Context: an optimization exercise on an open-source flow, tuned for small area, a short achievable clock period and few clock cycles per item. The choices shown serve that exercise and are no tape-out recipe. Only simulation tests tie the RTL to the original design; equivalence was not proved. Power is estimated from default activity; no workload was simulated.

== v36 ==
// axi_copy_master
module axi_copy_master
#(
    parameter int unsigned ADDR_WTH  = 32,
    parameter int unsigned DATA_WTH  = 256,
    parameter int unsigned ID_WIDTH  = 4,
    parameter int unsigned BUF_DEPTH = 16,
    parameter int unsigned AXI_ID    = 0
) (
    input  logic                  clk_i,
    input  logic                  rst_i,
    input  logic                  cmd_valid,
    output logic                  cmd_ready,
    input  logic [ADDR_WTH-1:0]   cmd_src,
    input  logic [ADDR_WTH-1:0]   cmd_dst,
    input  logic [7:0]            cmd_len,
    output logic                  done,
    output logic                  err,
    output logic [ADDR_WTH-1:0]   awaddr,
    output logic [1:0]            awburst,
    output logic [3:0]            awcache,
    output logic [7:0]            awlen,
    output logic [ID_WIDTH-1:0]   awid,
    output logic                  awlock,
    output logic [2:0]            awprot,
    output logic [3:0]            awqos,
    output logic [3:0]            awregion,
    output logic [2:0]            awsize,
    output logic                  awvalid,
    input  logic                  awready,
    output logic [DATA_WTH-1:0]   wdata,
    output logic                  wlast,
    output logic [DATA_WTH/8-1:0] wstrb,
    output logic                  wvalid,
    input  logic                  wready,
    input  logic [1:0]            bresp,
    input  logic [ID_WIDTH-1:0]   bid,
    input  logic                  bvalid,
    output logic                  bready,
    output logic [ADDR_WTH-1:0]   araddr,
    output logic [1:0]            arburst,
    output logic [3:0]            arcache,
    output logic [7:0]            arlen,
    output logic [ID_WIDTH-1:0]   arid,
    output logic                  arlock,
    output logic [2:0]            arprot,
    output logic [3:0]            arqos,
    output logic [3:0]            arregion,
    output logic [2:0]            arsize,
    output logic                  arvalid,
    input  logic                  arready,
    input  logic [DATA_WTH-1:0]   rdata,
    input  logic                  rlast,
    input  logic [1:0]            rresp,
    input  logic [ID_WIDTH-1:0]   rid,
    input  logic                  rvalid,
    output logic                  rready
);
For scale: roughly 140000 um^2 of cells after synthesis.
clock: 6.0 ns
lec_check: 0
abc_clock_period_in_ps: 2500
cap_margin: 20
core_margin: 2
core_utilization: 55
cts_cluster_diameter: 100
cts_cluster_size: 30
setup_slack_margin: 4.0
slew_margin: 40
standard.sh (not shown) runs the stock make flow with config.mk's settings and CLKGATE_MAP_FILE= SYNTH_SCRIPT=/design/flow/synth_recipe.tcl, a recipe that flattens the netlist after the stock synthesis.
==> flow/flow/run.sh <==
#!/bin/bash
set -euo pipefail
export BUFFER_PORTS_ARGS="-buffer_cell sky130_fd_sc_hd__buf_2"
bash standard.sh > standard.log 2>&1
Testbench counts of v36, summed over its fixed seeds: cycles 8,625, items 512.
Setup changes, v36 to v41
- changing SETUP_SLACK_MARGIN from 4.0 to 3.45
==> comparison <==
- v41 reached the end of the flow, and the finished layout is clean on the timing, DRC and antenna checks.
- Min core utilization across v36 and v41: v41
- Against v36, v41 comes in 1 higher on total buffers and inverters traversed by the critical path.
- Per the comparison of v41 with v36, total power moved down, signal arrival time at the worst endpoint held, first-pass GRT wire length has decreased, overall routing resource usage decreased 5.6 points.
- v41: fraction of layout instances using a drive strength above 1 10 points below v36
Input-level comparison between v44 and v41:
- swapping 3.45 for 3.6 in SETUP_SLACK_MARGIN
### Flow results
- Across v41 and v44, none had a timing, DRC or antenna violation.
- [v44] setup slack after layout rose 0.032 ns relative to v41
- v41 has higher antenna diode count than v44.
- Against v41, total via count in the routed design in v44 rose slightly.
- v44 vs. v41: fraction of the yosys area taken by sequential cells stayed essentially flat, power stayed essentially flat, design area rose by 0.43%.

---

## wip/xenon
axi_copy_master again, from the RTL that the note above started with.
Settings: LEC_CHECK=0, ABC_CLOCK_PERIOD_IN_PS=2500, CAP_MARGIN=20, CORE_MARGIN=2, CORE_UTILIZATION=58, CTS_CLUSTER_DIAMETER=100, CTS_CLUSTER_SIZE=30, SETUP_SLACK_MARGIN=3.6, SLEW_MARGIN=40; clock period 6.0 ns.
Scripts as last shown in full above: flow/flow/run.sh
wip/xenon finished end to end and its layout was clean on timing, DRC and antenna.
Testbench counts of wip/xenon, summed over its fixed seeds: cycles 8,625, items 512.
Input-level comparison between wip/willow and wip/xenon:
- setting PLACE_DENSITY to 0.7 for the first time
- changing CORE_UTILIZATION from 58 to 55
==> notes.md <==
- Changes observed in wip/willow relative to wip/xenon: met2 track utilization from global routing lower, buffer count excluding the clock tree in the final layout grew by 19, post-synthesis to final-layout area growth moved up, global-route wire length before repair essentially unchanged.
The inputs of wip/pepper differ from those of wip/willow as listed below.
- removing PLACE_DENSITY (formerly 0.7)
-- flow/flow/run.sh --
<<< wip/willow, line 4
>>> wip/pepper, line 4
export GLOBAL_PLACEMENT_ARGS="-timing_driven_nets_percentage 25 -timing_driven_net_weight_max 4"
Findings:
- Taking wip/willow as the reference, in wip/pepper total cell area at the placement stage closely matched the old numbers, worst hold slack across all endpoints down 0.26 ns, via count lower, end-of-flow core utilization comparable.
The following lists how wip/harbor was set up differently from wip/pepper:
- changing CORE_UTILIZATION from 55 to 50
-- flow/flow/run.sh --
<<< wip/pepper, line 4
export GLOBAL_PLACEMENT_ARGS="-timing_driven_nets_percentage 25 -timing_driven_net_weight_max 4"
>>> wip/harbor, line 4
- Power share of the combinational group essentially unchanged between wip/harbor and wip/pepper.
- All of wip/pepper and wip/harbor finish clean.
- Looking at capture point of the worst path, the arvalid result is from wip/harbor; the rready one comes from wip/pepper.
- wip/harbor reports its cell type of the slowest stage on the worst timing path as dfrtp_2 while wip/pepper reports dfrtp_1.
- Taking wip/pepper as the reference, in wip/harbor number of clock buffers in the layout rose by 13, well tap count up about 10%, die width now larger, final-layout worst hold slack now sits higher.
- wip/harbor — sequential share of layout area 0.40 points lower, wip/pepper as reference
- Changes observed in wip/harbor relative to wip/pepper: via count saw an increase; post-route standard cell area excluding fillers saw an increase; clock skew saw little to no change.

==> static timing again, ports no longer ideal <==
The flow's constraints put no driver on any port. The routed layouts listed below were extracted and timed again, unchanged, in two steps. Step 1 (the two cells are an assumption about what drives the block):
set clk [get_ports {clk_i}]
set_driving_cell -lib_cell sky130_fd_sc_hd__clkbuf_16 $clk
set_driving_cell -lib_cell sky130_fd_sc_hd__buf_2 [delete_from_list [all_inputs] $clk]
Step 2 times the ports against the registers' clock, not the clock port: input delays grow and output delays shrink by t, the midpoint of the rising clock arrivals with the driver on. Slacks: no drivers / after step 1 / after step 2; pairs: no drivers / after step 1.
run | shift t [ns] | setup WS [ns] | hold WS [ns] | worst setup path after step 2 | worst data-port slew with drivers (ns)
v36 | 0.968 | 3.378 / 3.268 / 3.143 | 0.375 / 0.304 / 0.455 | input to register | 0.23
v41 | 0.957 | 3.367 / 3.264 / 2.746 | 0.440 / 0.360 / 0.454 | input to register | 0.21
v44 | 0.945 | 3.399 / 3.300 / 2.953 | 0.374 / 0.307 / 0.454 | input to register | 0.22
wip/xenon | 0.949 | 3.370 / 3.273 / 3.025 | 0.441 / 0.365 / 0.455 | input to register | 0.20
wip/willow | 0.961 | 3.336 / 3.231 / 3.036 | 0.445 / 0.371 / 0.456 | input to register | 0.22
wip/pepper | 0.966 | 3.351 / 3.255 / 2.888 | 0.182 / 0.114 / 0.455 | input to register | 0.23
wip/harbor | 0.994 | 3.287 / 3.185 / 2.934 | 0.390 / 0.349 / 0.456 | input to register | 0.22
After both steps every run listed still meets setup and hold. The setup slack of v41, which loses most, moves by -0.103 ns with the drivers and by -0.621 ns with both steps.
